This design comes from an exercise in tuning for small area, a short achievable clock period and few clock cycles per item on the open sky130 flow, not from production work. No functional check of the RTL was part of any run shown here. Power and IR drop assume default switching activity.

==> design.v <==
`default_nettype none
module exec_prefix_add #(
    parameter int N = 32
) (
    input  logic [N-1:0] a,
    input  logic [N-1:0] b,
    input  logic         cin,
    output logic [N-1:0] sum,
    output logic         cout
);
    logic [N-1:0] g0, p0, g, p;
    assign p0 = a ^ b;
    assign g0 = a & b;
    always_comb begin
        g    = g0;
        p    = p0;
        g[0] = g0[0] | (p0[0] & cin);
        for (int step = 1; step < N; step = step * 2) begin
            for (int i = 0; i < N; i++) begin
                if ((i / step) % 2 == 1) begin
                    if (i == step && step == 1) begin
                        g[i] = (g0[1] | (p0[1] & g0[0])) | (p0[1] & p0[0] & cin);
                        p[i] = p0[1] & p0[0];
                    end else if (i == step) begin
                        g[i] = (g0[i] | (p0[i] & g0[i-1])) | (p0[i] & p0[i-1] & g[i-2]);
                        p[i] = p0[i] & p0[i-1] & p[i-2];
                    end else begin
                        g[i] = g[i] | (p[i] & g[(i / step) * step - 1]);
                        p[i] = p[i] & p[(i / step) * step - 1];
                    end
                end
            end
        end
    end
    assign sum  = p0 ^ {g[N-2:0], cin};
    assign cout = g[N-1];
endmodule
module exec_prefix_pg #(
    parameter int N = 32
) (
    input  logic [N-1:0] g0,
    input  logic [N-1:0] p0,
    input  logic         cin,
    output logic [N-1:0] sum,
    output logic         cout
);
    logic [N-1:0] g, p;
    always_comb begin
        g    = g0;
        p    = p0;
        g[0] = g0[0] | (p0[0] & cin);
        for (int step = 1; step < N; step = step * 2) begin
            for (int i = 0; i < N; i++) begin
                if ((i / step) % 2 == 1) begin
                    g[i] = g[i] | (p[i] & g[(i / step) * step - 1]);
                    p[i] = p[i] & p[(i / step) * step - 1];
                end
            end
        end
    end
    assign sum  = p0 ^ {g[N-2:0], cin};
    assign cout = g[N-1];
endmodule
module exec_less_than #(
    parameter int N = 32
) (
    input  logic [N-1:0] a,
    input  logic [N-1:0] b,
    output logic         lt
);
    logic [N-1:0] g, p;
    always_comb begin
        g = a & ~b;
        p = a ^ ~b;
        g[0] = g[0] | p[0];    
        for (int step = 1; step < N; step = step * 2) begin
            for (int i = 2 * step - 1; i < N; i = i + 2 * step) begin
                g[i] = g[i] | (p[i] & g[i - step]);
                p[i] = p[i] & p[i - step];
            end
        end
    end
    assign lt = ~g[N-1];
endmodule
`default_nettype wire
`default_nettype none
module exec_mul_csa (
    input  logic [33:0] s_in,
    input  logic [33:0] c_in,
    input  logic [31:0] a,
    input  logic [3:0]  one,
    input  logic [3:0]  two,
    input  logic [3:0]  neg,
    input  logic [7:0]  corr_a,
    input  logic [7:0]  corr_b,
    input  logic        klast,
    output logic [41:0] sum_out,
    output logic [41:0] carry_out
);
    logic [3:0]  nneg;
    logic [32:0] row0, row1, row2, row3;
    logic [33:0] a2;
    assign a2 = {1'b0, a, 1'b0};
    always_comb begin
        nneg = ~neg;
        for (int k = 0; k < 33; k++) begin
            row0[k] = ((one[0] & a2[k+1]) | (two[0] & a2[k])) ^ neg[0];
            row1[k] = ((one[1] & a2[k+1]) | (two[1] & a2[k])) ^ neg[1];
            row2[k] = ((one[2] & a2[k+1]) | (two[2] & a2[k])) ^ neg[2];
            row3[k] = ((one[3] & a2[k+1]) | (two[3] & a2[k])) ^ neg[3];
        end
    end
    logic fs0, fc0, fs1, fc1, fs2, fc2, fs3, fc3, fs4, fc4, fs5, fc5, fs6, fc6, fs7, fc7, fs8, fc8, fs9, fc9, fs10, fc10, fs11, fc11, fs12, fc12, fs13, fc13, fs14, fc14, fs15, fc15, fs16, fc16, fs17, fc17, fs18, fc18, fs19, fc19, fs20, fc20, fs21, fc21, fs22, fc22, fs23, fc23, fs24, fc24, fs25, fc25, fs26, fc26, fs27, fc27, fs28, fc28, fs29, fc29, fs30, fc30, fs31, fc31, fs32, fc32, fs33, fc33, fs34, fc34, fs35, fc35, fs36, fc36, fs37, fc37, fs38, fc38, fs39, fc39, fs40, fc40, fs41, fc41, fs42, fc42, fs43, fc43, fs44, fc44, fs45, fc45, fs46, fc46, fs47, fc47, fs48, fc48, fs49, fc49, fs50, fc50, fs51, fc51, fs52, fc52, fs53, fc53, fs54, fc54, fs55, fc55, fs56, fc56, fs57, fc57, fs58, fc58, fs59, fc59, fs60, fc60, fs61, fc61, fs62, fc62, fs63, fc63, fs64, fc64, fs65, fc65, fs66, fc66, fs67, fc67, fs68, fc68, fs69, fc69, fs70, fc70, fs71, fc71, fs72, fc72, fs73, fc73, fs74, fc74, fs75, fc75, fs76, fc76, fs77, fc77, fs78, fc78, fs79, fc79, fs80, fc80, fs81, fc81, fs82, fc82, fs83, fc83, fs84, fc84, fs85, fc85, fs86, fc86, fs87, fc87, fs88, fc88, fs89, fc89, fs90, fc90, fs91, fc91, fs92, fc92, fs93, fc93, fs94, fc94, fs95, fc95, fs96, fc96, fs97, fc97, fs98, fc98, fs99, fc99, fs100, fc100, fs101, fc101, fs102, fc102, fs103, fc103, fs104, fc104, fs105, fc105, fs106, fc106, fs107, fc107, fs108, fc108, fs109, fc109, fs110, fc110, fs111, fc111, fs112, fc112, fs113, fc113, fs114, fc114, fs115, fc115, fs116, fc116, fs117, fc117, fs118, fc118, fs119, fc119, fs120, fc120, fs121, fc121, fs122, fc122, fs123, fc123, fs124, fc124, fs125, fc125, fs126, fc126, fs127, fc127, fs128, fc128, fs129, fc129, fs130, fc130, fs131, fc131, fs132, fc132, fs133, fc133, fs134, fc134, fs135, fc135, fs136, fc136, fs137, fc137, fs138, fc138, fs139, fc139, fs140, fc140, fs141, fc141, fs142, fc142, fs143, fc143, fs144, fc144, fs145, fc145, fs146, fc146, fs147, fc147, fs148, fc148, fs149, fc149, fs150, fc150, fs151, fc151, fs152, fc152, fs153, fc153, fs154, fc154, fs155, fc155, fs156, fc156, fs157, fc157, fs158, fc158, fs159, fc159, fs160, fc160, fs161, fc161;
    logic hs0, hc0, hs1, hc1, hs2, hc2, hs3, hc3, hs4, hc4, hs5, hc5, hs6, hc6, hs7, hc7, hs8, hc8, hs9, hc9, hs10, hc10, hs11, hc11, hs12, hc12, hs13, hc13, hs14, hc14, hs15, hc15, hs16, hc16, hs17, hc17;
    exec_fa u_fa0 (.a(s_in[0]), .b(c_in[0]), .c(nneg[0]), .s(fs0), .co(fc0));
    exec_fa u_fa1 (.a(s_in[1]), .b(c_in[1]), .c(neg[0]), .s(fs1), .co(fc1));
    exec_ha u_ha0 (.a(row0[1]), .b(fc0), .s(hs0), .c(hc0));
    exec_fa u_fa2 (.a(s_in[2]), .b(c_in[2]), .c(nneg[1]), .s(fs2), .co(fc2));
    exec_fa u_fa3 (.a(row0[2]), .b(row1[0]), .c(fc1), .s(fs3), .co(fc3));
    exec_ha u_ha1 (.a(fs2), .b(hc0), .s(hs1), .c(hc1));
    exec_fa u_fa4 (.a(s_in[3]), .b(c_in[3]), .c(neg[1]), .s(fs4), .co(fc4));
    exec_fa u_fa5 (.a(row0[3]), .b(row1[1]), .c(fc2), .s(fs5), .co(fc5));
    exec_fa u_fa6 (.a(fs4), .b(fc3), .c(fs5), .s(fs6), .co(fc6));
    exec_fa u_fa7 (.a(s_in[4]), .b(c_in[4]), .c(nneg[2]), .s(fs7), .co(fc7));
    exec_fa u_fa8 (.a(row0[4]), .b(row1[2]), .c(row2[0]), .s(fs8), .co(fc8));
    exec_fa u_fa9 (.a(fc4), .b(fs7), .c(fc5), .s(fs9), .co(fc9));
    exec_ha u_ha2 (.a(fs8), .b(fc6), .s(hs2), .c(hc2));
    exec_fa u_fa10 (.a(s_in[5]), .b(c_in[5]), .c(neg[2]), .s(fs10), .co(fc10));
    exec_fa u_fa11 (.a(row0[5]), .b(row1[3]), .c(row2[1]), .s(fs11), .co(fc11));
    exec_fa u_fa12 (.a(fc7), .b(fs10), .c(fc8), .s(fs12), .co(fc12));
    exec_fa u_fa13 (.a(fs11), .b(fc9), .c(fs12), .s(fs13), .co(fc13));
    exec_fa u_fa14 (.a(s_in[6]), .b(c_in[6]), .c(nneg[3]), .s(fs14), .co(fc14));
    exec_fa u_fa15 (.a(row0[6]), .b(row1[4]), .c(row2[2]), .s(fs15), .co(fc15));
    exec_fa u_fa16 (.a(row3[0]), .b(fc10), .c(fs14), .s(fs16), .co(fc16));
    exec_fa u_fa17 (.a(fc11), .b(fs15), .c(fs16), .s(fs17), .co(fc17));
    exec_ha u_ha3 (.a(fc12), .b(fs17), .s(hs3), .c(hc3));
    exec_fa u_fa18 (.a(s_in[7]), .b(c_in[7]), .c(neg[3]), .s(fs18), .co(fc18));
    exec_fa u_fa19 (.a(row0[7]), .b(row1[5]), .c(row2[3]), .s(fs19), .co(fc19));
    exec_fa u_fa20 (.a(row3[1]), .b(fc14), .c(fs18), .s(fs20), .co(fc20));
    exec_fa u_fa21 (.a(fc15), .b(fs19), .c(fc16), .s(fs21), .co(fc21));
    exec_fa u_fa22 (.a(fs20), .b(fs21), .c(fc17), .s(fs22), .co(fc22));
    exec_fa u_fa23 (.a(s_in[8]), .b(c_in[8]), .c(klast), .s(fs23), .co(fc23));
    exec_fa u_fa24 (.a(row0[8]), .b(row1[6]), .c(row2[4]), .s(fs24), .co(fc24));
    exec_fa u_fa25 (.a(row3[2]), .b(fc18), .c(fs23), .s(fs25), .co(fc25));
    exec_fa u_fa26 (.a(fc19), .b(fs24), .c(fc20), .s(fs26), .co(fc26));
    exec_fa u_fa27 (.a(fs25), .b(fc21), .c(fs26), .s(fs27), .co(fc27));
    exec_fa u_fa28 (.a(s_in[9]), .b(c_in[9]), .c(row0[9]), .s(fs28), .co(fc28));
    exec_fa u_fa29 (.a(row1[7]), .b(row2[5]), .c(row3[3]), .s(fs29), .co(fc29));
    exec_fa u_fa30 (.a(fc23), .b(fc24), .c(fs28), .s(fs30), .co(fc30));
    exec_fa u_fa31 (.a(fs29), .b(fc25), .c(fc26), .s(fs31), .co(fc31));
    exec_ha u_ha4 (.a(fs30), .b(fc27), .s(hs4), .c(hc4));
    exec_fa u_fa32 (.a(s_in[10]), .b(c_in[10]), .c(klast), .s(fs32), .co(fc32));
    exec_fa u_fa33 (.a(row0[10]), .b(row1[8]), .c(row2[6]), .s(fs33), .co(fc33));
    exec_fa u_fa34 (.a(row3[4]), .b(fs32), .c(fc28), .s(fs34), .co(fc34));
    exec_fa u_fa35 (.a(fc29), .b(fs33), .c(fc30), .s(fs35), .co(fc35));
    exec_fa u_fa36 (.a(fs34), .b(fc31), .c(fs35), .s(fs36), .co(fc36));
    exec_fa u_fa37 (.a(s_in[11]), .b(c_in[11]), .c(row0[11]), .s(fs37), .co(fc37));
    exec_fa u_fa38 (.a(row1[9]), .b(row2[7]), .c(row3[5]), .s(fs38), .co(fc38));
    exec_fa u_fa39 (.a(fc32), .b(fc33), .c(fs37), .s(fs39), .co(fc39));
    exec_fa u_fa40 (.a(fs38), .b(fc34), .c(fs39), .s(fs40), .co(fc40));
    exec_ha u_ha5 (.a(fc35), .b(fs40), .s(hs5), .c(hc5));
    exec_fa u_fa41 (.a(s_in[12]), .b(c_in[12]), .c(klast), .s(fs41), .co(fc41));
    exec_fa u_fa42 (.a(row0[12]), .b(row1[10]), .c(row2[8]), .s(fs42), .co(fc42));
    exec_fa u_fa43 (.a(row3[6]), .b(fs41), .c(fc37), .s(fs43), .co(fc43));
    exec_fa u_fa44 (.a(fc38), .b(fs42), .c(fc39), .s(fs44), .co(fc44));
    exec_fa u_fa45 (.a(fs43), .b(fc40), .c(fs44), .s(fs45), .co(fc45));
    exec_fa u_fa46 (.a(s_in[13]), .b(c_in[13]), .c(row0[13]), .s(fs46), .co(fc46));
    exec_fa u_fa47 (.a(row1[11]), .b(row2[9]), .c(row3[7]), .s(fs47), .co(fc47));
    exec_fa u_fa48 (.a(fc41), .b(fc42), .c(fs46), .s(fs48), .co(fc48));
    exec_fa u_fa49 (.a(fs47), .b(fc43), .c(fs48), .s(fs49), .co(fc49));
    exec_ha u_ha6 (.a(fc44), .b(fs49), .s(hs6), .c(hc6));
    exec_fa u_fa50 (.a(s_in[14]), .b(c_in[14]), .c(klast), .s(fs50), .co(fc50));
    exec_fa u_fa51 (.a(row0[14]), .b(row1[12]), .c(row2[10]), .s(fs51), .co(fc51));
    exec_fa u_fa52 (.a(row3[8]), .b(fs50), .c(fc46), .s(fs52), .co(fc52));
    exec_fa u_fa53 (.a(fc47), .b(fs51), .c(fc48), .s(fs53), .co(fc53));
    exec_fa u_fa54 (.a(fs52), .b(fc49), .c(fs53), .s(fs54), .co(fc54));
    exec_fa u_fa55 (.a(s_in[15]), .b(c_in[15]), .c(row0[15]), .s(fs55), .co(fc55));
    exec_fa u_fa56 (.a(row1[13]), .b(row2[11]), .c(row3[9]), .s(fs56), .co(fc56));
    exec_fa u_fa57 (.a(fc50), .b(fc51), .c(fs55), .s(fs57), .co(fc57));
    exec_fa u_fa58 (.a(fs56), .b(fc52), .c(fs57), .s(fs58), .co(fc58));
    exec_ha u_ha7 (.a(fc53), .b(fs58), .s(hs7), .c(hc7));
    exec_fa u_fa59 (.a(s_in[16]), .b(c_in[16]), .c(klast), .s(fs59), .co(fc59));
    exec_fa u_fa60 (.a(row0[16]), .b(row1[14]), .c(row2[12]), .s(fs60), .co(fc60));
    exec_fa u_fa61 (.a(row3[10]), .b(fs59), .c(fc55), .s(fs61), .co(fc61));
    exec_fa u_fa62 (.a(fc56), .b(fs60), .c(fc57), .s(fs62), .co(fc62));
    exec_fa u_fa63 (.a(fs61), .b(fc58), .c(fs62), .s(fs63), .co(fc63));
    exec_fa u_fa64 (.a(s_in[17]), .b(c_in[17]), .c(row0[17]), .s(fs64), .co(fc64));
    exec_fa u_fa65 (.a(row1[15]), .b(row2[13]), .c(row3[11]), .s(fs65), .co(fc65));
    exec_fa u_fa66 (.a(fc59), .b(fc60), .c(fs64), .s(fs66), .co(fc66));
    exec_fa u_fa67 (.a(fs65), .b(fc61), .c(fs66), .s(fs67), .co(fc67));
    exec_ha u_ha8 (.a(fc62), .b(fs67), .s(hs8), .c(hc8));
    exec_fa u_fa68 (.a(s_in[18]), .b(c_in[18]), .c(klast), .s(fs68), .co(fc68));
    exec_fa u_fa69 (.a(row0[18]), .b(row1[16]), .c(row2[14]), .s(fs69), .co(fc69));
    exec_fa u_fa70 (.a(row3[12]), .b(fs68), .c(fc64), .s(fs70), .co(fc70));
    exec_fa u_fa71 (.a(fc65), .b(fs69), .c(fc66), .s(fs71), .co(fc71));
    exec_fa u_fa72 (.a(fs70), .b(fc67), .c(fs71), .s(fs72), .co(fc72));
    exec_fa u_fa73 (.a(s_in[19]), .b(c_in[19]), .c(row0[19]), .s(fs73), .co(fc73));
    exec_fa u_fa74 (.a(row1[17]), .b(row2[15]), .c(row3[13]), .s(fs74), .co(fc74));
    exec_fa u_fa75 (.a(fc68), .b(fc69), .c(fs73), .s(fs75), .co(fc75));
    exec_fa u_fa76 (.a(fs74), .b(fc70), .c(fs75), .s(fs76), .co(fc76));
    exec_ha u_ha9 (.a(fc71), .b(fs76), .s(hs9), .c(hc9));
    exec_fa u_fa77 (.a(s_in[20]), .b(c_in[20]), .c(klast), .s(fs77), .co(fc77));
    exec_fa u_fa78 (.a(row0[20]), .b(row1[18]), .c(row2[16]), .s(fs78), .co(fc78));
    exec_fa u_fa79 (.a(row3[14]), .b(fs77), .c(fc73), .s(fs79), .co(fc79));
    exec_fa u_fa80 (.a(fc74), .b(fs78), .c(fc75), .s(fs80), .co(fc80));
    exec_fa u_fa81 (.a(fs79), .b(fc76), .c(fs80), .s(fs81), .co(fc81));
    exec_fa u_fa82 (.a(s_in[21]), .b(c_in[21]), .c(row0[21]), .s(fs82), .co(fc82));
    exec_fa u_fa83 (.a(row1[19]), .b(row2[17]), .c(row3[15]), .s(fs83), .co(fc83));
    exec_fa u_fa84 (.a(fc77), .b(fc78), .c(fs82), .s(fs84), .co(fc84));
    exec_fa u_fa85 (.a(fs83), .b(fc79), .c(fs84), .s(fs85), .co(fc85));
    exec_ha u_ha10 (.a(fc80), .b(fs85), .s(hs10), .c(hc10));
    exec_fa u_fa86 (.a(s_in[22]), .b(c_in[22]), .c(klast), .s(fs86), .co(fc86));
    exec_fa u_fa87 (.a(row0[22]), .b(row1[20]), .c(row2[18]), .s(fs87), .co(fc87));
    exec_fa u_fa88 (.a(row3[16]), .b(fs86), .c(fc82), .s(fs88), .co(fc88));
    exec_fa u_fa89 (.a(fc83), .b(fs87), .c(fc84), .s(fs89), .co(fc89));
    exec_fa u_fa90 (.a(fs88), .b(fc85), .c(fs89), .s(fs90), .co(fc90));
    exec_fa u_fa91 (.a(s_in[23]), .b(c_in[23]), .c(row0[23]), .s(fs91), .co(fc91));
    exec_fa u_fa92 (.a(row1[21]), .b(row2[19]), .c(row3[17]), .s(fs92), .co(fc92));
    exec_fa u_fa93 (.a(fc86), .b(fc87), .c(fs91), .s(fs93), .co(fc93));
    exec_fa u_fa94 (.a(fs92), .b(fc88), .c(fs93), .s(fs94), .co(fc94));
    exec_ha u_ha11 (.a(fc89), .b(fs94), .s(hs11), .c(hc11));
    exec_fa u_fa95 (.a(s_in[24]), .b(c_in[24]), .c(klast), .s(fs95), .co(fc95));
    exec_fa u_fa96 (.a(row0[24]), .b(row1[22]), .c(row2[20]), .s(fs96), .co(fc96));
    exec_fa u_fa97 (.a(row3[18]), .b(fs95), .c(fc91), .s(fs97), .co(fc97));
    exec_fa u_fa98 (.a(fc92), .b(fs96), .c(fc93), .s(fs98), .co(fc98));
    exec_fa u_fa99 (.a(fs97), .b(fc94), .c(fs98), .s(fs99), .co(fc99));
    exec_fa u_fa100 (.a(s_in[25]), .b(c_in[25]), .c(row0[25]), .s(fs100), .co(fc100));
    exec_fa u_fa101 (.a(row1[23]), .b(row2[21]), .c(row3[19]), .s(fs101), .co(fc101));
    exec_fa u_fa102 (.a(fc95), .b(fc96), .c(fs100), .s(fs102), .co(fc102));
    exec_fa u_fa103 (.a(fs101), .b(fc97), .c(fs102), .s(fs103), .co(fc103));
    exec_ha u_ha12 (.a(fc98), .b(fs103), .s(hs12), .c(hc12));
    exec_fa u_fa104 (.a(s_in[26]), .b(c_in[26]), .c(klast), .s(fs104), .co(fc104));
    exec_fa u_fa105 (.a(row0[26]), .b(row1[24]), .c(row2[22]), .s(fs105), .co(fc105));
    exec_fa u_fa106 (.a(row3[20]), .b(fs104), .c(fc100), .s(fs106), .co(fc106));
    exec_fa u_fa107 (.a(fc101), .b(fs105), .c(fc102), .s(fs107), .co(fc107));
    exec_fa u_fa108 (.a(fs106), .b(fc103), .c(fs107), .s(fs108), .co(fc108));
    exec_fa u_fa109 (.a(s_in[27]), .b(c_in[27]), .c(row0[27]), .s(fs109), .co(fc109));
    exec_fa u_fa110 (.a(row1[25]), .b(row2[23]), .c(row3[21]), .s(fs110), .co(fc110));
    exec_fa u_fa111 (.a(fc104), .b(fc105), .c(fs109), .s(fs111), .co(fc111));
    exec_fa u_fa112 (.a(fs110), .b(fc106), .c(fs111), .s(fs112), .co(fc112));
    exec_ha u_ha13 (.a(fc107), .b(fs112), .s(hs13), .c(hc13));
    exec_fa u_fa113 (.a(s_in[28]), .b(c_in[28]), .c(klast), .s(fs113), .co(fc113));
    exec_fa u_fa114 (.a(row0[28]), .b(row1[26]), .c(row2[24]), .s(fs114), .co(fc114));
    exec_fa u_fa115 (.a(row3[22]), .b(fs113), .c(fc109), .s(fs115), .co(fc115));
    exec_fa u_fa116 (.a(fc110), .b(fs114), .c(fc111), .s(fs116), .co(fc116));
    exec_fa u_fa117 (.a(fs115), .b(fc112), .c(fs116), .s(fs117), .co(fc117));
    exec_fa u_fa118 (.a(s_in[29]), .b(c_in[29]), .c(row0[29]), .s(fs118), .co(fc118));
    exec_fa u_fa119 (.a(row1[27]), .b(row2[25]), .c(row3[23]), .s(fs119), .co(fc119));
    exec_fa u_fa120 (.a(fc113), .b(fc114), .c(fs118), .s(fs120), .co(fc120));
    exec_fa u_fa121 (.a(fs119), .b(fc115), .c(fs120), .s(fs121), .co(fc121));
    exec_ha u_ha14 (.a(fc116), .b(fs121), .s(hs14), .c(hc14));
    exec_fa u_fa122 (.a(s_in[30]), .b(c_in[30]), .c(klast), .s(fs122), .co(fc122));
    exec_fa u_fa123 (.a(row0[30]), .b(row1[28]), .c(row2[26]), .s(fs123), .co(fc123));
    exec_fa u_fa124 (.a(row3[24]), .b(fs122), .c(fc118), .s(fs124), .co(fc124));
    exec_fa u_fa125 (.a(fc119), .b(fs123), .c(fc120), .s(fs125), .co(fc125));
    exec_fa u_fa126 (.a(fs124), .b(fc121), .c(fs125), .s(fs126), .co(fc126));
    exec_fa u_fa127 (.a(s_in[31]), .b(c_in[31]), .c(row0[31]), .s(fs127), .co(fc127));
    exec_fa u_fa128 (.a(row1[29]), .b(row2[27]), .c(row3[25]), .s(fs128), .co(fc128));
    exec_fa u_fa129 (.a(fc122), .b(fc123), .c(fs127), .s(fs129), .co(fc129));
    exec_fa u_fa130 (.a(fs128), .b(fc124), .c(fs129), .s(fs130), .co(fc130));
    exec_ha u_ha15 (.a(fc125), .b(fs130), .s(hs15), .c(hc15));
    exec_fa u_fa131 (.a(s_in[32]), .b(c_in[32]), .c(corr_a[0]), .s(fs131), .co(fc131));
    exec_fa u_fa132 (.a(corr_b[0]), .b(klast), .c(row0[32]), .s(fs132), .co(fc132));
    exec_fa u_fa133 (.a(row1[30]), .b(row2[28]), .c(row3[26]), .s(fs133), .co(fc133));
    exec_fa u_fa134 (.a(fs131), .b(fc127), .c(fc128), .s(fs134), .co(fc134));
    exec_fa u_fa135 (.a(fs132), .b(fs133), .c(fc129), .s(fs135), .co(fc135));
    exec_fa u_fa136 (.a(fs134), .b(fc130), .c(fs135), .s(fs136), .co(fc136));
    exec_fa u_fa137 (.a(s_in[33]), .b(c_in[33]), .c(nneg[0]), .s(fs137), .co(fc137));
    exec_fa u_fa138 (.a(corr_a[1]), .b(corr_b[1]), .c(row1[31]), .s(fs138), .co(fc138));
    exec_fa u_fa139 (.a(row2[29]), .b(row3[27]), .c(fs137), .s(fs139), .co(fc139));
    exec_fa u_fa140 (.a(fc131), .b(fc132), .c(fc133), .s(fs140), .co(fc140));
    exec_fa u_fa141 (.a(fs138), .b(fs139), .c(fc134), .s(fs141), .co(fc141));
    exec_fa u_fa142 (.a(fs140), .b(fc135), .c(fs141), .s(fs142), .co(fc142));
    exec_fa u_fa143 (.a(corr_a[2]), .b(corr_b[2]), .c(klast), .s(fs143), .co(fc143));
    exec_fa u_fa144 (.a(row1[32]), .b(row2[30]), .c(row3[28]), .s(fs144), .co(fc144));
    exec_fa u_fa145 (.a(fc137), .b(fs143), .c(fc138), .s(fs145), .co(fc145));
    exec_fa u_fa146 (.a(fs144), .b(fc139), .c(fc140), .s(fs146), .co(fc146));
    exec_fa u_fa147 (.a(fs145), .b(fc141), .c(fs146), .s(fs147), .co(fc147));
    exec_fa u_fa148 (.a(nneg[1]), .b(corr_a[3]), .c(corr_b[3]), .s(fs148), .co(fc148));
    exec_fa u_fa149 (.a(row2[31]), .b(row3[29]), .c(fc143), .s(fs149), .co(fc149));
    exec_fa u_fa150 (.a(fs148), .b(fc144), .c(fs149), .s(fs150), .co(fc150));
    exec_fa u_fa151 (.a(fc145), .b(fc146), .c(fs150), .s(fs151), .co(fc151));
    exec_fa u_fa152 (.a(corr_a[4]), .b(corr_b[4]), .c(klast), .s(fs152), .co(fc152));
    exec_fa u_fa153 (.a(row2[32]), .b(row3[30]), .c(fc148), .s(fs153), .co(fc153));
    exec_fa u_fa154 (.a(fs152), .b(fc149), .c(fs153), .s(fs154), .co(fc154));
    exec_ha u_ha16 (.a(fc150), .b(fs154), .s(hs16), .c(hc16));
    exec_fa u_fa155 (.a(nneg[2]), .b(corr_a[5]), .c(corr_b[5]), .s(fs155), .co(fc155));
    exec_fa u_fa156 (.a(row3[31]), .b(fc152), .c(fs155), .s(fs156), .co(fc156));
    exec_fa u_fa157 (.a(fc153), .b(fs156), .c(fc154), .s(fs157), .co(fc157));
    exec_fa u_fa158 (.a(corr_a[6]), .b(corr_b[6]), .c(klast), .s(fs158), .co(fc158));
    exec_fa u_fa159 (.a(row3[32]), .b(fc155), .c(fs158), .s(fs159), .co(fc159));
    exec_ha u_ha17 (.a(fc156), .b(fs159), .s(hs17), .c(hc17));
    exec_fa u_fa160 (.a(nneg[3]), .b(corr_a[7]), .c(corr_b[7]), .s(fs160), .co(fc160));
    exec_fa u_fa161 (.a(fc158), .b(fs160), .c(fc159), .s(fs161), .co(fc161));
    assign sum_out[0] = row0[0];
    assign carry_out[0] = fs0;
    assign sum_out[1] = fs1;
    assign carry_out[1] = hs0;
    assign sum_out[2] = fs3;
    assign carry_out[2] = hs1;
    assign sum_out[3] = hc1;
    assign carry_out[3] = fs6;
    assign sum_out[4] = fs9;
    assign carry_out[4] = hs2;
    assign sum_out[5] = hc2;
    assign carry_out[5] = fs13;
    assign sum_out[6] = fc13;
    assign carry_out[6] = hs3;
    assign sum_out[7] = hc3;
    assign carry_out[7] = fs22;
    assign sum_out[8] = fc22;
    assign carry_out[8] = fs27;
    assign sum_out[9] = fs31;
    assign carry_out[9] = hs4;
    assign sum_out[10] = hc4;
    assign carry_out[10] = fs36;
    assign sum_out[11] = hs5;
    assign carry_out[11] = fc36;
    assign sum_out[12] = hc5;
    assign carry_out[12] = fs45;
    assign sum_out[13] = hs6;
    assign carry_out[13] = fc45;
    assign sum_out[14] = hc6;
    assign carry_out[14] = fs54;
    assign sum_out[15] = hs7;
    assign carry_out[15] = fc54;
    assign sum_out[16] = hc7;
    assign carry_out[16] = fs63;
    assign sum_out[17] = hs8;
    assign carry_out[17] = fc63;
    assign sum_out[18] = hc8;
    assign carry_out[18] = fs72;
    assign sum_out[19] = hs9;
    assign carry_out[19] = fc72;
    assign sum_out[20] = hc9;
    assign carry_out[20] = fs81;
    assign sum_out[21] = hs10;
    assign carry_out[21] = fc81;
    assign sum_out[22] = hc10;
    assign carry_out[22] = fs90;
    assign sum_out[23] = hs11;
    assign carry_out[23] = fc90;
    assign sum_out[24] = hc11;
    assign carry_out[24] = fs99;
    assign sum_out[25] = hs12;
    assign carry_out[25] = fc99;
    assign sum_out[26] = hc12;
    assign carry_out[26] = fs108;
    assign sum_out[27] = hs13;
    assign carry_out[27] = fc108;
    assign sum_out[28] = hc13;
    assign carry_out[28] = fs117;
    assign sum_out[29] = hs14;
    assign carry_out[29] = fc117;
    assign sum_out[30] = hc14;
    assign carry_out[30] = fs126;
    assign sum_out[31] = hs15;
    assign carry_out[31] = fc126;
    assign sum_out[32] = hc15;
    assign carry_out[32] = fs136;
    assign sum_out[33] = fs142;
    assign carry_out[33] = fc136;
    assign sum_out[34] = fc142;
    assign carry_out[34] = fs147;
    assign sum_out[35] = fc147;
    assign carry_out[35] = fs151;
    assign sum_out[36] = hs16;
    assign carry_out[36] = fc151;
    assign sum_out[37] = hc16;
    assign carry_out[37] = fs157;
    assign sum_out[38] = hs17;
    assign carry_out[38] = fc157;
    assign sum_out[39] = hc17;
    assign carry_out[39] = fs161;
    assign sum_out[40] = fc160;
    assign carry_out[40] = fc161;
    assign sum_out[41] = 1'b0;
    assign carry_out[41] = 1'b0;
endmodule
module exec_fa (input logic a, input logic b, input logic c, output logic s, output logic co);
    assign s  = a ^ b ^ c;
    assign co = (a & b) | (a & c) | (b & c);
endmodule
module exec_ha (input logic a, input logic b, output logic s, output logic c);
    assign s = a ^ b;
    assign c = a & b;
endmodule
`default_nettype wire
`default_nettype none
module exec_stage (
    input  logic        clock,
    input  logic        reset,
    input  logic        issue_valid,
    input  logic [1:0]  issue_fu,
    input  logic [3:0]  issue_func,
    input  logic [1:0]  opa_select,
    input  logic [2:0]  opb_select,
    input  logic [31:0] inst,
    input  logic [31:0] pc,
    input  logic [31:0] rs1_value,
    input  logic [31:0] rs2_value,
    input  logic [4:0]  issue_tag,
    input  logic        complete_credit,
    output logic [2:0]  fu_free,
    output logic        complete_valid,
    output logic [1:0]  complete_fu,
    output logic [4:0]  complete_tag,
    output logic [31:0] complete_result,
    output logic        complete_take
);
    localparam logic [3:0] ALU_ADD = 4'd0, ALU_SUB = 4'd1, ALU_AND = 4'd2, ALU_OR = 4'd3,
                           ALU_XOR = 4'd4, ALU_SLT = 4'd5, ALU_SLTU = 4'd6, ALU_SLL = 4'd7,
                           ALU_SRL = 4'd8, ALU_SRA = 4'd9;
    localparam logic [3:0] MUL = 4'd10, MULH = 4'd11, MULHSU = 4'd12;
    localparam logic [6:0] OPCODE_JAL  = 7'b1101111;
    localparam logic [6:0] OPCODE_JALR = 7'b1100111;
    logic [31:0] opa, opb;
    logic [29:0] pc_inc;
    always_comb begin
        logic [29:0] c;
        c = pc[31:2];
        for (int step = 1; step < 30; step = step * 2) begin
            for (int i = 0; i < 30; i++) begin
                if ((i / step) % 2 == 1) c[i] = c[i] & c[(i / step) * step - 1];
            end
        end
        pc_inc = pc[31:2] ^ {c[28:0], 1'b1};
    end
    always_comb begin
        case (opa_select)
            2'd0:    opa = rs1_value;
            2'd1:    opa = {pc_inc, pc[1:0]};
            2'd2:    opa = pc;
            default: opa = '0;
        endcase
    end
    always_comb begin
        case (opb_select)
            3'd0:    opb = rs2_value;
            3'd1:    opb = {{20{inst[31]}}, inst[31:20]};
            3'd2:    opb = {{20{inst[31]}}, inst[31:25], inst[11:7]};
            3'd3:    opb = {{19{inst[31]}}, inst[31], inst[7], inst[30:25], inst[11:8], 1'b0};
            3'd4:    opb = {inst[31:12], 12'b0};
            3'd5:    opb = {{11{inst[31]}}, inst[31], inst[19:12], inst[20], inst[30:21], 1'b0};
            default: opb = '0;
        endcase
    end
    logic in_eq_lo, in_eq_hi, in_lt_lo, in_lt_hi, in_jal, in_jalr;
    exec_less_than #(.N(16)) u_lt_lo (.a(rs1_value[15:0]), .b(rs2_value[15:0]), .lt(in_lt_lo));
    exec_less_than #(.N(16)) u_lt_hi (.a(rs1_value[31:16]), .b(rs2_value[31:16]), .lt(in_lt_hi));
    assign in_eq_lo = (rs1_value[15:0] == rs2_value[15:0]);
    assign in_eq_hi = (rs1_value[31:16] == rs2_value[31:16]);
    assign in_jal   = (inst[6:0] == OPCODE_JAL);
    assign in_jalr  = (inst[6:0] == OPCODE_JALR);
    localparam int S_SUM = 0, S_AND = 1, S_OR = 2, S_XOR = 3, S_SLT = 4, S_SLTU = 5,
                   S_SL = 6, S_SR = 7;
    logic        in_sub;
    logic [7:0]  in_sel;
    assign in_sub = !issue_fu[1] &&
                    (issue_func == ALU_SUB || issue_func == ALU_SLT || issue_func == ALU_SLTU);
    always_comb begin
        in_sel = '0;
        if (issue_fu[1]) begin
            in_sel[S_SUM] = 1'b1;
        end else begin
            case (issue_func)
                ALU_ADD, ALU_SUB: in_sel[S_SUM]  = 1'b1;
                ALU_AND:          in_sel[S_AND]  = 1'b1;
                ALU_OR:           in_sel[S_OR]   = 1'b1;
                ALU_XOR:          in_sel[S_XOR]  = 1'b1;
                ALU_SLT:          in_sel[S_SLT]  = 1'b1;
                ALU_SLTU:         in_sel[S_SLTU] = 1'b1;
                ALU_SLL:          in_sel[S_SL]   = 1'b1;
                default:          in_sel[S_SR]   = 1'b1;
            endcase
        end
    end
    logic        x_v, x_br, x_jump, x_clr0, x_sub, x_shl, x_sra;
    logic        x_eq_lo, x_eq_hi, x_lt_lo, x_lt_hi, x_s1, x_s2;
    logic [2:0]  x_f3;
    logic [7:0]  x_sel;
    logic [4:0]  x_tag;
    logic        x_a31;
    logic [31:0] x_p, x_g;
    logic [4:0]  x_sh;
    logic [31:0] in_bx;
    assign in_bx = (in_sel[S_SL] || in_sel[S_SR]) ? 32'b0 : opb ^ {32{in_sub}};
    always_ff @(posedge clock) begin
        if (reset) x_v <= 1'b0;
        else       x_v <= issue_valid && (issue_fu != 2'd1);
    end
    always_ff @(posedge clock) begin
        x_br   <= issue_fu[1];
        x_sel  <= in_sel;
        x_sub  <= in_sub;
        x_shl  <= (issue_func == ALU_SLL);
        x_sra  <= (issue_func == ALU_SRA);
        x_tag  <= issue_tag;
        x_a31  <= opa[31];
        x_p    <= opa ^ in_bx;
        x_g    <= opa & in_bx;
        x_sh   <= opb[4:0];
        x_jump  <= in_jal | in_jalr;
        x_f3    <= inst[14:12];
        x_eq_lo <= in_eq_lo;
        x_eq_hi <= in_eq_hi;
        x_lt_lo <= in_lt_lo;
        x_lt_hi <= in_lt_hi;
        x_s1    <= rs1_value[31];
        x_s2    <= rs2_value[31];
        x_clr0 <= issue_fu[1] & in_jalr;
    end
    logic x_beq, x_bltu, x_blt, x_cond, x_take;
    assign x_beq  = x_eq_hi & x_eq_lo;
    assign x_bltu = x_lt_hi | (x_eq_hi & x_lt_lo);
    assign x_blt  = (x_s1 ^ x_s2) ? x_s1 : x_bltu;
    always_comb begin
        case (x_f3)
            3'b000:  x_cond = x_beq;
            3'b001:  x_cond = ~x_beq;
            3'b100:  x_cond = x_blt;
            3'b101:  x_cond = ~x_blt;
            3'b110:  x_cond = x_bltu;
            3'b111:  x_cond = ~x_bltu;
            default: x_cond = 1'b0;
        endcase
    end
    assign x_take = x_jump | x_cond;
    logic [31:0] x_sum;
    logic        x_cout, x_ltu, x_lt;
    logic [31:0] sh_rot, sh_mask, sh_mask_l, sh_out;
    logic [31:0] x_res;
    exec_prefix_pg #(.N(32)) u_add (
        .g0(x_g), .p0(x_p), .cin(x_sub), .sum(x_sum), .cout(x_cout)
    );
    assign x_ltu = ~x_cout;
    assign x_lt  = ~x_p[31] ? x_a31 : x_ltu;
    logic [4:0] x_rot;
    assign x_rot = x_shl ? 5'd0 - x_sh : x_sh;
    always_comb begin
        sh_rot = x_p;
        for (int k = 0; k < 5; k++) begin
            if (x_rot[k]) sh_rot = 32'({sh_rot, sh_rot} >> (1 << k));
        end
    end
    always_comb begin
        for (int i = 0; i < 32; i++) sh_mask_l[i] = ({27'b0, x_sh} <= i);
        for (int i = 0; i < 32; i++) sh_mask[i] = x_shl ? sh_mask_l[i] : sh_mask_l[31-i];
    end
    assign sh_out = (sh_rot & sh_mask) | ({32{x_sra & x_a31}} & ~sh_mask);
    assign x_res = ({32{x_sel[S_SUM]}} & {x_sum[31:1], x_sum[0] & ~x_clr0})
                 | ({32{x_sel[S_AND]}} & x_g)
                 | ({32{x_sel[S_OR]}}  & (x_g | x_p))
                 | ({32{x_sel[S_XOR]}} & x_p)
                 | {31'b0, (x_sel[S_SLT] & x_lt) | (x_sel[S_SLTU] & x_ltu)}
                 | ({32{x_sel[S_SL] | x_sel[S_SR]}} & sh_out);
    logic        pa_v, pb_v, r_v;
    logic        m_busy;
    logic [3:0]  m_ph;       
    logic [1:0]  credits;
    logic        has_credit;
    logic        m_last, m_first;
    logic        grant_x, grant_pa, grant_pb, grant_mul, granted;
    function automatic logic [3:0] arbitrate(input logic credit, input logic mul_first,
                                             input logic pa, input logic pb, input logic x,
                                             input logic mul);
        arbitrate = 4'b0000;
        if (credit) begin
            if (mul_first)  arbitrate = 4'b0001;    
            else if (pa)    arbitrate = 4'b0100;
            else if (pb)    arbitrate = 4'b0010;
            else if (x)     arbitrate = 4'b1000;
            else if (mul)   arbitrate = 4'b0001;
        end
    endfunction
    logic x_v_n, pa_v_n, pb_v_n, r_v_n, m_busy_n, m_first_n, has_credit_n;
    logic m_free, m_step;
    logic park_a, park_b;
    logic [1:0] credits_next;
    assign x_v_n        = issue_valid && (issue_fu != 2'd1);
    assign pa_v_n       = park_a || (pa_v && !grant_pa);
    assign pb_v_n       = park_b || (pb_v && !grant_pb);
    assign r_v_n        = m_last || (r_v && !grant_mul);
    assign m_busy_n     = m_free ? (issue_valid && (issue_fu == 2'd1)) : m_busy;
    assign m_first_n    = m_free || (m_first && !m_step);
    assign has_credit_n = (credits_next != 2'd0);
    always_ff @(posedge clock) begin
        if (reset) begin
            {grant_x, grant_pa, grant_pb, grant_mul} <= 4'b0000;
        end else begin
            {grant_x, grant_pa, grant_pb, grant_mul} <=
                arbitrate(has_credit_n, r_v_n && m_busy_n && m_first_n, pa_v_n, pb_v_n, x_v_n,
                          r_v_n);
        end
    end
    assign granted = grant_x | grant_pa | grant_pb | grant_mul;
    assign fu_free = {(grant_x & x_br) | grant_pb, m_last, (grant_x & ~x_br) | grant_pa};
    logic [31:0] pa_res, pb_res;
    logic [4:0]  pa_tag, pb_tag;
    logic        pb_take;
    assign park_a = x_v && !x_br && !grant_x;
    assign park_b = x_v &&  x_br && !grant_x;
    always_ff @(posedge clock) begin
        if (reset) begin
            pa_v <= 1'b0;
            pb_v <= 1'b0;
        end else begin
            if (park_a)        pa_v <= 1'b1;
            else if (grant_pa) pa_v <= 1'b0;
            if (park_b)        pb_v <= 1'b1;
            else if (grant_pb) pb_v <= 1'b0;
        end
    end
    always_ff @(posedge clock) begin
        if (park_a) begin
            pa_res <= x_res;
            pa_tag <= x_tag;
        end
        if (park_b) begin
            pb_res  <= x_res;
            pb_tag  <= x_tag;
            pb_take <= x_take;
        end
    end
    logic [31:0] m_a, m_b;
    logic        m_a32, m_uext;
    logic [3:0]  m_one, m_two, m_neg;
    logic [33:0] m_s, m_c;
    logic        m_ci;
    logic [7:0]  m_ls, m_lc;
    logic        m_hi;
    logic [4:0]  m_tag;
    logic        r_hi;
    logic [4:0]  r_tag;
    logic [31:0] mh_res;
    logic        in_asgn, in_bsgn, in_a32, in_uext;
    assign in_asgn = (issue_func == MUL) || (issue_func == MULH) || (issue_func == MULHSU);
    assign in_bsgn = (issue_func == MUL) || (issue_func == MULH);
    assign in_a32  = in_asgn & opa[31];
    assign in_uext = ~in_bsgn & opb[31];
    assign m_free = !m_busy || m_last;
    assign m_step = m_busy && (!m_first || !r_v || grant_mul);
    logic [7:0]  m_corr_a, m_corr_b;
    logic [33:0] m_s_in, m_c_in;
    logic [41:0] m_sum, m_carry;
    logic [7:0]  m_low;
    logic        m_cout;
    assign m_corr_a = {8{m_uext}} & (({8{m_ph[0]}} & m_a[7:0])   | ({8{m_ph[1]}} & m_a[15:8])
                                   | ({8{m_ph[2]}} & m_a[23:16]) | ({8{m_ph[3]}} & m_a[31:24]));
    assign m_corr_b = {8{m_a32}} & ~m_b[7:0];
    assign m_s_in   = m_first ? 34'h0AAAAAAAB : m_s;
    assign m_c_in   = m_first ? {1'b0, m_a32, 32'b0} : m_c;
    exec_mul_csa u_csa (
        .s_in(m_s_in), .c_in(m_c_in), .a(m_a), .one(m_one), .two(m_two), .neg(m_neg),
        .corr_a(m_corr_a), .corr_b(m_corr_b), .klast(m_last),
        .sum_out(m_sum), .carry_out(m_carry)
    );
    assign {m_cout, m_low} = {1'b0, m_ls} + {1'b0, m_lc} + {8'b0, m_ci};
    function automatic logic [11:0] booth(input logic [8:0] b9);
        logic [3:0] one, two, neg;
        for (int i = 0; i < 4; i++) begin
            one[i] = b9[2*i+1] ^ b9[2*i];
            two[i] = (b9[2*i+2] & ~b9[2*i+1] & ~b9[2*i]) | (~b9[2*i+2] & b9[2*i+1] & b9[2*i]);
            neg[i] = b9[2*i+2];
        end
        booth = {one, two, neg};
    endfunction
    logic [11:0] in_booth, m_next_booth;
    assign in_booth     = booth({opb[7:0], 1'b0});
    assign m_next_booth = booth(m_b[15:7]);
    always_ff @(posedge clock) begin
        if (reset) begin
            m_busy <= 1'b0;
            m_last <= 1'b0;
            r_v    <= 1'b0;
        end else begin
            if (m_free) begin
                m_busy <= issue_valid && (issue_fu == 2'd1);
                m_last <= 1'b0;
            end else if (m_step) begin
                m_last <= m_ph[2];
            end
            if (m_last)         r_v <= 1'b1;
            else if (grant_mul) r_v <= 1'b0;
        end
    end
    always_ff @(posedge clock) begin
        if (m_free) begin
            m_ph    <= 4'b0001;
            m_first <= 1'b1;
            m_a     <= opa;
            m_b     <= opb;
            m_a32   <= in_a32;
            m_uext  <= in_uext;
            {m_one, m_two, m_neg} <= in_booth;
            m_hi    <= (issue_func != MUL);
            m_tag   <= issue_tag;
        end else if (m_step) begin
            m_ph    <= {m_ph[2:0], 1'b0};
            m_first <= 1'b0;
            m_b     <= {m_low, m_b[31:8]};
            {m_one, m_two, m_neg} <= m_next_booth;
        end
    end
    always_ff @(posedge clock) begin
        if (m_step) begin
            m_ls <= m_sum[7:0];
            m_lc <= m_carry[7:0];
            m_ci <= !m_first && m_cout;
            m_c  <= m_carry[41:8];
            if (m_last && !m_hi) m_s <= {10'b0, m_low, m_b[31:16]};
            else                 m_s <= m_sum[41:8];
        end
        if (m_last) begin
            r_hi  <= m_hi;
            r_tag <= m_tag;
        end
    end
    logic [39:0] mh_sum;
    exec_prefix_add #(.N(40)) u_mh_add (
        .a({m_s[31:0], m_ls}), .b({m_c[31:0], m_lc}), .cin(m_ci), .sum(mh_sum), .cout()
    );
    assign mh_res = r_hi ? mh_sum[39:8] : {mh_sum[7:0], m_s[23:0]};
    assign credits_next = credits + {1'b0, complete_credit} - {1'b0, granted};
    always_ff @(posedge clock) begin
        if (reset) begin
            credits        <= 2'd2;
            has_credit     <= 1'b1;
            complete_valid <= 1'b0;
        end else begin
            credits        <= credits_next;
            has_credit     <= (credits_next != 2'd0);
            complete_valid <= granted;
        end
    end
    always_ff @(posedge clock) begin
        complete_fu     <= grant_x ? {x_br, 1'b0} : grant_pa ? 2'd0 : grant_pb ? 2'd2 : 2'd1;
        complete_tag    <= grant_x ? x_tag : grant_pa ? pa_tag : grant_pb ? pb_tag : r_tag;
        complete_take   <= grant_x ? (x_br & x_take) : grant_pb & pb_take;
        complete_result <= ({32{grant_x}}   & x_res)
                         | ({32{grant_pa}}  & pa_res)
                         | ({32{grant_pb}}  & pb_res)
                         | ({32{grant_mul}} & mh_res);
    end
endmodule
`default_nettype wire
==> flow/run.sh <==
#!/bin/bash
# The standard layout, with the port buffers made of buf_2 cells instead of the cell
# buffer_ports picks by default. Synthesis, floorplan, power grid and the rest are the
# standard flow's. make's full output goes to standard.log in this folder; ORFS writes
# each step's log under orfs/logs/.
set -euo pipefail
bash standard.sh "BUFFER_PORTS_ARGS=-buffer_cell sky130_fd_sc_hd__buf_2" finish > standard.log 2>&1
==> standard.sh <==
#!/bin/bash
# synth_recipe.tcl (not shown) runs the flow's synth.tcl, then flattens the netlist and writes it again
# the make line also repeats each setting of config.mk as NAME=value (left out here)
make -C /OpenROAD-flow-scripts/flow DESIGN_CONFIG=/design/flow/config.mk WORK_HOME=/design/flow/orfs CLKGATE_MAP_FILE= SYNTH_SCRIPT=/design/flow/synth_recipe.tcl "${@:-finish}"
==> config.mk <==
export PLATFORM = sky130hd
export DESIGN_NAME = exec_stage
export DESIGN_NICKNAME = exec_stage
export VERILOG_FILES = /design/flow/design.v
export SDC_FILE = /design/flow/constraint.sdc
export NUM_CORES = 4
export LEC_CHECK = 0
export CAP_MARGIN = 20
export CORE_MARGIN = 2
export CORE_UTILIZATION = 62
export CTS_CLUSTER_DIAMETER = 80
export CTS_CLUSTER_SIZE = 30
export PLACE_DENSITY = 0.7
export SETUP_SLACK_MARGIN = 4.6
export SLEW_MARGIN = 20
==> constraint.sdc <==
create_clock -name core_clock -period 8.0 [get_ports {clock}]
set_input_delay 1.6000 -clock core_clock [delete_from_list [all_inputs] [get_ports {clock}]]
set_output_delay 1.6000 -clock core_clock [all_outputs]
set_load 0.01 [all_outputs]
==> results of run 1 <==
## cells in the final DEF (no fill, tap or decap), types with 19 or more instances in the layout
cell type	instances
and2_1	21
mux4_2	41
nand2b_1	58
xor2_1	51
nand4_1	23
inv_1	230
a221o_1	19
mux2_2	38
a21oi_1	142
nand3_1	30
buf_4	98
nor2_1	187
or2_2	27
xnor2_1	191
a222oi_1	46
a21o_1	28
o21ai_0	136
mux2i_1	117
buf_2	188
nor2b_1	40
a31oi_1	20
nor3_1	19
dfxtp_1	146
ha_1	134
edfxtp_1	244
fa_1	155
a22oi_1	139
buf_12	19
clkbuf_16	28
nand2_1	180
## what timing repair did
item	CTS	global route
pin swaps	20	34
setup buffers	59	37
endpoints found under the hold margin	0	0
gates cloned	5	4
setup endpoints to repair	187	110
resized for setup	100	66
## worst max-delay path: stages, from the launching register on
cell and delay, ns:
edfxtp_1 0.48, buf_12 0.19, buf_4 0.14, a22oi_2 0.19, xnor2_2 0.14, fa_1 0.45, fa_1 0.50, inv_1 0.05
fa_1 0.49, inv_1 0.05, ha_1 0.25, mux2_2 0.26
## layout make-up
class	instances	share of cell area, %
inverter	242	2.83
clock inverter	16	0.844
tap	622	2.27
timing repair inverter	1	0.0256
multi-input combinational	2160	54.4
clock buffer	28	1.80
timing repair buffer	330	7.27
sequential	399	30.5
antenna	4	0.0292
## where the power goes
| part | internal (mW) | switching (mW) |
|---|---|---|
| clock | 0.631 | 0.836 |
| sequential | 2.69 | 0.420 |
| combinational | 1.93 | 2.72 |
| total | 5.25 | 3.97 |
## cells by family (layout without fill, tap and decap cells)
| group | count (synthesis) | in the layout | synth area share [%] |
|---|---|---|---|
| xor+xnor | 251 | 251 | 7.34 |
| simple gates | 654 | 654 | 10.3 |
| mux | 204 | 204 | 8.60 |
| other cells | 0 | 4 | 0 |
| compound gates | 749 | 749 | 16.9 |
| flops | 399 | 399 | 34.4 |
| fa+ha+maj | 302 | 302 | 16.4 |
| buf+inv | 475 | 617 | 6.05 |
## path summary, 6_finish.rpt
check,cells past startpoint,slack [ns],end,from
max,11,4.54,m_s[5],m_one[0]
min,0,0.43,r_tag[0],m_tag[0]
max reg2reg,11,4.54,m_s[5],m_one[0]
min reg2reg,0,0.43,r_tag[0],m_tag[0]
## stage by stage
step	area, um2	hold slack (ns)	power, mW	setup WS (ns)	std cells
floorplan	30500	0.400	5.74	4.34	3034
global placement	31600	0.401	7.18	3.21	3649
detailed placement	31600	0.405	7.32	3.05	3649
CTS	33500	0.430	8.95	4.50	3757
global route	34200	0.438	9.63	4.44	3798
finish	34200	0.430	9.22	4.54	3802
## layer usage
metal | part of all wire, % | vias to the layer above | GRT usage [%]
li1 | - | 11124 | -
met4 | 7.9 | 6 | 26.0
met2 | 44 | 2074 | 64.0
met5 | 0.032 | - | 0
met3 | 13 | 507 | 11.7
met1 | 35 | 12808 | 54.1
==> summary.txt, run 1 <==
status - timing/DRC/antenna clean
first-pass GRT wire length - 157 mm
htree depth - 1
Placeable Area - 0.0486 mm2
Vias/cell - 6.98
TritonRoute pass-1 iters - 9
I/O Buffers - 191
Mapped Area - 0.0303 mm2
fin. max-slew vios - 0
max-cap viol count - 0
Syn Inst Count - 3,034
cell with the most instances after synthesis - edfxtp_1
syn_area_per_cell - 9.99 um2
CP Data Arrival Time - 3.79 ns
synth warn - 5
vias - 26,519
die width - 225 um
Num CTS Buffers - 24
count of cell types in the netlist - 77
EDFF count, synth - 244
CTS sink cnt - 399
#FFs+latches synth - 399
CP Max Fanout - 11
TritonCTS clock tree - built
Final #Nets - 3,608
Synth async-reset ratio - 0%
Synthesized Nets - 3,484
Largest regs - m_c: 33 flops, m_s: 33 flops
I/O pin count - 192
CP Capture Type - flop
f_max - 289 MHz
Fillers - 3,565
skew final - 0.0683 ns
endpoints failing hold - 0
Longest Clk Path Bufs - 3
RSZ-0062 raised after global routing - yes
Die H - 225 um
clk slew on worst S/H paths - 0.11 ns
Area growth syn-to-layout - 12.9%
footprint of the multi-input gates - 0.0186 mm2
synth cell count leaders - edfxtp_1, inv_1, xnor2_1, nor2_1, clkbuf_1
Leak - 14.2 nW
final setup vio count - 0
Total Wirelength - 111 mm
initial antenna violation count - 7
Crit Path Class - flop to flop
hold_buf cts - 0
top cell type by total area after synthesis - edfxtp_1
sequential area share after synthesis - 34.4%
Post-synth top flop - edfxtp_1
worst-skew pair later-pin latency - 0.61 ns
post-synth top area share - 24.2%
vias in the first global route - 25,123
gr ovfl total - 0
WL/cell - 29.2 um
Core Rows - 81
Total Routing Usage GR - 42.3%
initial core utilization - 62.3%
HP Class - flop to flop
pwr/cell area - 269 mW/mm2
die area - 0.0507 mm2
Tmin final - 3.46 ns
CP startpoint kind - flop
Iter 0 DRT Violations - 4,334
register area - 0.0105 mm2
Post-DRT Antenna Nets - 0
CTS Root Buffer Type - clkbuf_16
DP HPWL - 81.3 mm
RePlAce Congestion - 1.02
share of layout cells above drive strength 1 - 19.0%
Residual DRC - 0
Least-Margin Pin Slew - 1.20 ns
Slew headroom - 20.2%
Critical Path RT - 8.33 ns
VDD IR max - 0.000185 V
largest net degree at the start of global routing - 86
final core utilization - 70.4%
synth top area cells - edfxtp_1, fa_1, dfxtp_1
Tcrit/Tclk final - 43.2%
Fin Setup TNS - 0 ns
==> inputs of run 2 (changes only) <==
--- a/config.mk
+++ b/config.mk
@@ -8,8 +8,8 @@
 export CAP_MARGIN = 20
 export CORE_MARGIN = 2
 export CORE_UTILIZATION = 62
-export CTS_CLUSTER_DIAMETER = 80
-export CTS_CLUSTER_SIZE = 30
+export CTS_CLUSTER_DIAMETER = 70
+export CTS_CLUSTER_SIZE = 24
 export PLACE_DENSITY = 0.7
 export SETUP_SLACK_MARGIN = 4.6
 export SLEW_MARGIN = 20
==> summary.txt, run 2 <==
largest net degree at the start of global routing - 86
Post-synth top flop - edfxtp_1
die width - 225 um
count of cell types in the netlist - 77
VDD IR max - 0.000157 V
Critical Path RT - 8.38 ns
RSZ-0062 raised after global routing - yes
share of layout cells above drive strength 1 - 20.4%
f_max - 285 MHz
TritonCTS clock tree - built
Core Rows - 81
initial core utilization - 62.3%
post-synth top area share - 24.2%
Die H - 225 um
pwr/cell area - 272 mW/mm2
TritonRoute pass-1 iters - 10
fin worst setup slack - 4.49 ns
FF-to-FF path depth - 11
htree depth - 1
CP Data Arrival Time - 3.89 ns
CP Max Fanout - 7
fin. max-slew vios - 0
Final #Nets - 3,617
register area - 0.0105 mm2
Syn Inst Count - 3,034
pre-CTS WS - 3.05 ns
Synthesized Nets - 3,484
dpl cell area - 0.0316 mm2
CTS sink cnt - 399
max-cap viol count - 0
die area - 0.0507 mm2
post-route cell area - 0.0345 mm2
status - timing/DRC/antenna clean
Worst Hold Path Cells - 0
hold path start - m_tag[0]
first-pass GRT wire length - 158 mm
most frequent cells in the layout - edfxtp_1, inv_1, xnor2_1, buf_2, nor2_1
Fin Setup TNS - 0 ns
Longest Clk Path Bufs - 3
Crit Path Class - flop to flop
Placeable Area - 0.0486 mm2
DP HPWL - 81.3 mm
EDFF count, synth - 244
Largest regs - m_c: 33 flops, m_s: 33 flops
RePlAce Congestion - 1.02
final setup vio count - 0
Synth async-reset ratio - 0%
Fillers - 3,550
Post-DRT Antenna Nets - 0
Iter 0 DRT Violations - 4,632
Slew headroom - 25.1%
worst-skew pair later-pin latency - 0.62 ns
Critical R2R Launch - m_one[0]
Total Wirelength - 112 mm
hold_buf cts - 0
Total Routing Usage GR - 42.3%
footprint of the multi-input gates - 0.0188 mm2
syn_area_per_cell - 9.99 um2
synth warn - 5
vias in the first global route - 25,055
top cell type by total area after synthesis - edfxtp_1
clk slew on worst S/H paths - 0.10 ns
HP Class - flop to flop
Leak - 14.3 nW
Tmin final - 3.51 ns
Mapped Area - 0.0303 mm2
I/O pin count - 192
reg-to-reg setup timing slack - 4.49 ns
skew final - 0.0276 ns
CP Capture Type - flop
WHS Endpoint - r_tag[0]
Tcrit/Tclk final - 43.9%
most common cell after layout, fill and taps aside - edfxtp_1
I/O Buffers - 191
cell with the most instances after synthesis - edfxtp_1
Area growth syn-to-layout - 13.9%
Residual DRC - 0
gr ovfl total - 0
CP startpoint kind - flop
Least-Margin Pin Slew - 1.11 ns
Num CTS Buffers - 26
vias - 26,608
Vias/cell - 6.98
CTS Root Buffer Type - clkbuf_16
synth top area cells - edfxtp_1, fa_1, dfxtp_1
WL/cell - 29.3 um
initial antenna violation count - 6
sequential area share after synthesis - 34.4%
R2R Path End - m_s[5]
#FFs+latches synth - 399
synth cell count leaders - edfxtp_1, inv_1, xnor2_1, nor2_1, clkbuf_1
endpoints failing hold - 0
## run 2: how the worst max path moves through the flow
stage                   from         end  slack, ns  depth (start not counted)
global route        m_one[0]     m_s[23]       4.41                         13
global placement     x_sh[0]  pa_res[24]       3.21                         12
CTS                    pc[3]     x_p[28]       4.54                         12
finish              m_one[0]      m_s[5]       4.49                         11
detailed placement   x_sh[0]  pb_res[24]       3.05                         12
floorplan              pc[2]     x_p[29]       4.34                         10
## run 2: logic make-up after synthesis
kind of cell | count (synthesis) | share of synthesized area [%]
DFF | 399 | 34.4
and+or+nand+nor | 654 | 10.3
muxes | 204 | 8.60
xor gates and xnor gates | 251 | 7.34
adders and majority gates | 302 | 16.4
buffers and inverters | 475 | 6.05
AOI/OAI and AO/OA | 749 | 16.9
## run 2: through the flow
step | hold slack, ns | cells | total power, mW | utilization, %
after floorplan | 0.400 | 3034 | 5.74 | -
after global placement | 0.401 | 3649 | 7.18 | 64.9
after detailed placement | 0.405 | 3649 | 7.32 | 64.9
after CTS | 0.426 | 3763 | 8.97 | 69.1
after global routing | 0.435 | 3809 | 9.82 | 71.0
final | 0.427 | 3812 | 9.41 | 71.0
## run 2: metal layers
| metal | GRT usage (%) | wire length (um) | share of wire [%] | vias to the layer above |
|---|---|---|---|---|
| met1 | 53.9 | 39200 | 35 | 12805 |
| met3 | 12.0 | 14900 | 13 | 537 |
| met5 | 0 | 34 | 0.030 | - |
| met2 | 63.8 | 48300 | 43 | 2109 |
| li1 | - | - | - | 11149 |
| met4 | 26.7 | 9140 | 8.2 | 8 |
## run 2: area by class of cell
cell class / instances / share of cell area, %
antenna: 3 / 0.0217
clock buffer: 34 / 2.03
clock inverter: 14 / 0.648
inverter: 242 / 2.80
multi-input combinational: 2160 / 54.5
sequential: 399 / 30.3
tap: 622 / 2.25
timing repair buffer: 337 / 7.44
timing repair inverter: 1 / 0.0254
## run 2: what timing repair did
item                       4_1_cts  5_1_grt
resized for setup              110      109
buffers inserted                61       41
pin swaps                       27       40
cloned                           5        5
setup endpoints to repair      180      111
## run 2: worst max-delay path: stages (launching register included)
cell and delay (ns):
edfxtp_1 0.45, buf_12 0.18, buf_12 0.14, a22oi_2 0.23, xnor2_2 0.11, fa_1 0.51
fa_1 0.53, inv_1 0.05, fa_1 0.55, inv_2 0.07, ha_4 0.21, mux2_4 0.25
## run 2: power breakdown
part	switching [mW]	internal, mW
Sequential	0.422	2.69
Combinational	2.76	2.02
Clock	0.814	0.699
==> inputs of run 3 (changes only) <==
--- a/config.mk
+++ b/config.mk
@@ -7,9 +7,9 @@
 export LEC_CHECK = 0
 export CAP_MARGIN = 20
 export CORE_MARGIN = 2
-export CORE_UTILIZATION = 62
-export CTS_CLUSTER_DIAMETER = 70
-export CTS_CLUSTER_SIZE = 24
-export PLACE_DENSITY = 0.7
+export CORE_UTILIZATION = 55
+export CTS_CLUSTER_DIAMETER = 80
+export CTS_CLUSTER_SIZE = 30
+export PLACE_DENSITY = 0.65
 export SETUP_SLACK_MARGIN = 4.6
 export SLEW_MARGIN = 20
==> summary.txt, run 3 <==
status - timing/DRC/antenna clean
final setup vio count - 0
max-cap viol count - 0
EDFF count, synth - 244
Placeable Area - 0.0548 mm2
Total Wirelength - 112 mm
Tmin final - 3.40 ns
most frequent cells in the layout - edfxtp_1, inv_1, xnor2_1, buf_2, nor2_1
first-pass GRT wire length - 159 mm
slowest stage delay, CP - 0.45 ns
Final Non-Filler Cells - 3,878
CP Max Fanout - 16
Longest Clk Path Bufs - 3
DP HPWL - 84.1 mm
Tcrit/Tclk final - 42.5%
Critical Path RT - 8.36 ns
CTS sink cnt - 399
share of layout cells above drive strength 1 - 18.8%
top cell type by total area after synthesis - edfxtp_1
WL/cell - 28.8 um
pwr/cell area - 271 mW/mm2
initial core utilization - 55.4%
hold path start - m_tag[0]
Synth async-reset ratio - 0%
Iter 0 DRT Violations - 3,717
post-synth top area share - 24.2%
htree depth - 1
combinational share of power - 49.7%
Post-DRT Antenna Nets - 0
gr ovfl total - 0
Sw Pwr - 3.98 mW
Fillers - 4,477
worst-skew pair later-pin latency - 0.62 ns
die width - 239 um
hold_buf cts - 0
Syn Inst Count - 3,034
vias - 25,632
Cell Int Power - 5.32 mW
Final #Nets - 3,602
placed cells - 3,736
Hold Worst Slack - 0.432 ns
synth top area cells - edfxtp_1, fa_1, dfxtp_1
Residual DRC - 0
largest net degree at the start of global routing - 89
syn_area_per_cell - 9.99 um2
I/O Buffers - 191
Post-synth top flop - edfxtp_1
Die H - 239 um
slowest library cell on the worst path - edfxtp_1
register area - 0.0105 mm2
clock share of power - 17.0%
Critical R2R Launch - m_two[0]
Sequential Power Share - 33.3%
footprint of the multi-input gates - 0.0187 mm2
TritonRoute pass-1 iters - 9
crit-path leading delay family - adder cells
Leak - 14.2 nW
WHS Endpoint - r_tag[0]
Num CTS Buffers - 26
Core Rows - 86
Vias/cell - 6.61
Buf/Inv on CP - 5
cell with the most instances after synthesis - edfxtp_1
CP startpoint kind - flop
synth warn - 5
Slew headroom - 15.4%
Crit Path Class - flop to flop
CP Data Arrival Time - 3.76 ns
synth cell count leaders - edfxtp_1, inv_1, xnor2_1, nor2_1, clkbuf_1
sequential area share after synthesis - 34.4%
Least-Margin Pin Slew - 1.25 ns
Area growth syn-to-layout - 13.4%
vias in the first global route - 24,298
fin. max-slew vios - 0
count of cell types in the netlist - 77
initial antenna violation count - 5
TritonCTS clock tree - built
CTS Root Buffer Type - clkbuf_16
Mapped Area - 0.0303 mm2
HP Class - flop to flop
skew final - 0.0506 ns
Sw Share - 42.8%
#FFs+latches synth - 399
worst path cell trace - buf_4 -> clkbuf_16 -> a22oi_1 -> xnor2_1 -> fa_1 -> inv_1 -> fa_1 -> inv_1 -> fa_1 -> inv_1 -> ha_1 -> mux2_2
FF-to-FF path depth - 12
Fin Setup TNS - 0 ns
Largest regs - m_c: 33 flops, m_s: 33 flops
Worst Hold Path Cells - 0
I/O pin count - 192
endpoints failing hold - 0
RSZ-0062 raised after global routing - yes
CP Capture Type - flop
Synthesized Nets - 3,484
Total Routing Usage GR - 38.1%
RePlAce Congestion - 0.994
most common cell after layout, fill and taps aside - edfxtp_1
die area - 0.0570 mm2
reg-to-reg setup timing slack - 4.60 ns
f_max - 294 MHz
R2R Path End - m_s[15]
clk slew on worst S/H paths - 0.11 ns
VDD IR max - 0.000211 V
## run 3: power by group through the flow
stage	sequential [mW]	clock (mW)	combinational, mW
after global routing	3.10	1.67	5.00
after floorplan	2.85	0	2.89
after detailed placement	3.15	0	4.23
after CTS	3.09	1.60	4.43
after global placement	3.15	0	4.14
final	3.10	1.58	4.62
## run 3: what timing repair did
item                                    CTS  global route
endpoints found under the setup margin  189           120
gates resized for setup                 107            68
gates cloned                              7             4
buffers inserted                         52            28
pin swaps                                26            22
## run 3: per-layer routing
| layer | vias up | GRT usage [%] | part of all wire (%) |
|---|---|---|---|
| met5 | - | 0 | 0.028 |
| met1 | 12667 | 50.5 | 38 |
| met4 | 4 | 17.9 | 5.8 |
| met3 | 298 | 7.34 | 10 |
| li1 | 11115 | - | - |
| met2 | 1548 | 60.3 | 46 |
## run 3: layout make-up
class	instances	area share (%)
well taps	704	2.56
diodes	2	0.0146
clock inverters	18	1.07
repair inverters	1	0.0255
inverters	242	2.77
repair buffers	321	6.86
clock buffers	30	1.94
flip-flops and latches	399	30.4
multi-input cells	2161	54.3
## run 3: worst max-delay path by stage
stage,startpoint,to,cells past startpoint
after global placement,x_sh[0],pa_res[28],12
after floorplan,pc[2],x_p[29],10
after detailed placement,x_sh[0],pa_res[28],12
final,m_two[0],m_s[15],12
after global routing,m_one[0],m_s[5],12
after CTS,x_sh[0],complete_result[29],13
## run 3: cells by family (layout without fill, tap and decap cells)
logic type | count (synthesis) | count (layout) | synth area share (%)
other | 0 | 2 | 0
AOI/OAI and AO/OA | 749 | 749 | 16.9
buffers and inverters | 475 | 612 | 6.05
DFF | 399 | 399 | 34.4
adders and majority gates | 302 | 302 | 16.4
and+or+nand+nor | 654 | 654 | 10.3
xor gates and xnor gates | 251 | 252 | 7.34
muxes | 204 | 204 | 8.60
## run 3: through the flow
stage | setup slack (ns) | total power, mW | area [um2] | util [%]
final | 4.60 | 9.30 | 34400 | 62.8
after global routing | 4.50 | 9.77 | 34400 | 62.8
after CTS | 4.56 | 9.12 | 33700 | 61.6
after detailed placement | 3.22 | 7.38 | 31700 | 57.9
after global placement | 3.38 | 7.29 | 31700 | 57.9
after floorplan | 4.34 | 5.74 | 30500 | -

-- what the ideal ports hide --
No port has a modelled driver above. Below, the same layouts with a new extraction and two added sets of constraints.
Step 1 assumes that a clkbuf_16 drives the clock port and a buf_2 every other input.
Step 2 also shifts input and output timing later by t, the mid clock arrival at the registers, as if the neighbouring blocks saw the same clock.
Three values: no drivers, after step 1, after step 2; two values: the first two.
| run | shift t [ns] | setup slack, ns | slew at the worst register clock pin (ns) |
|---|---|---|---|
| run 1 | 0.646 | 4.544 / 4.544 / 4.008 | 0.12 / 0.12 |
| run 2 | 0.667 | 4.488 / 4.488 / 3.968 | 0.10 / 0.10 |
| run 3 | 0.657 | 4.601 / 4.601 / 4.038 | 0.11 / 0.11 |
After both steps setup and hold are still met in every run listed. The setup slack of run 3, which loses most, moves by 0.000 ns with the drivers and by -0.563 ns with both steps.
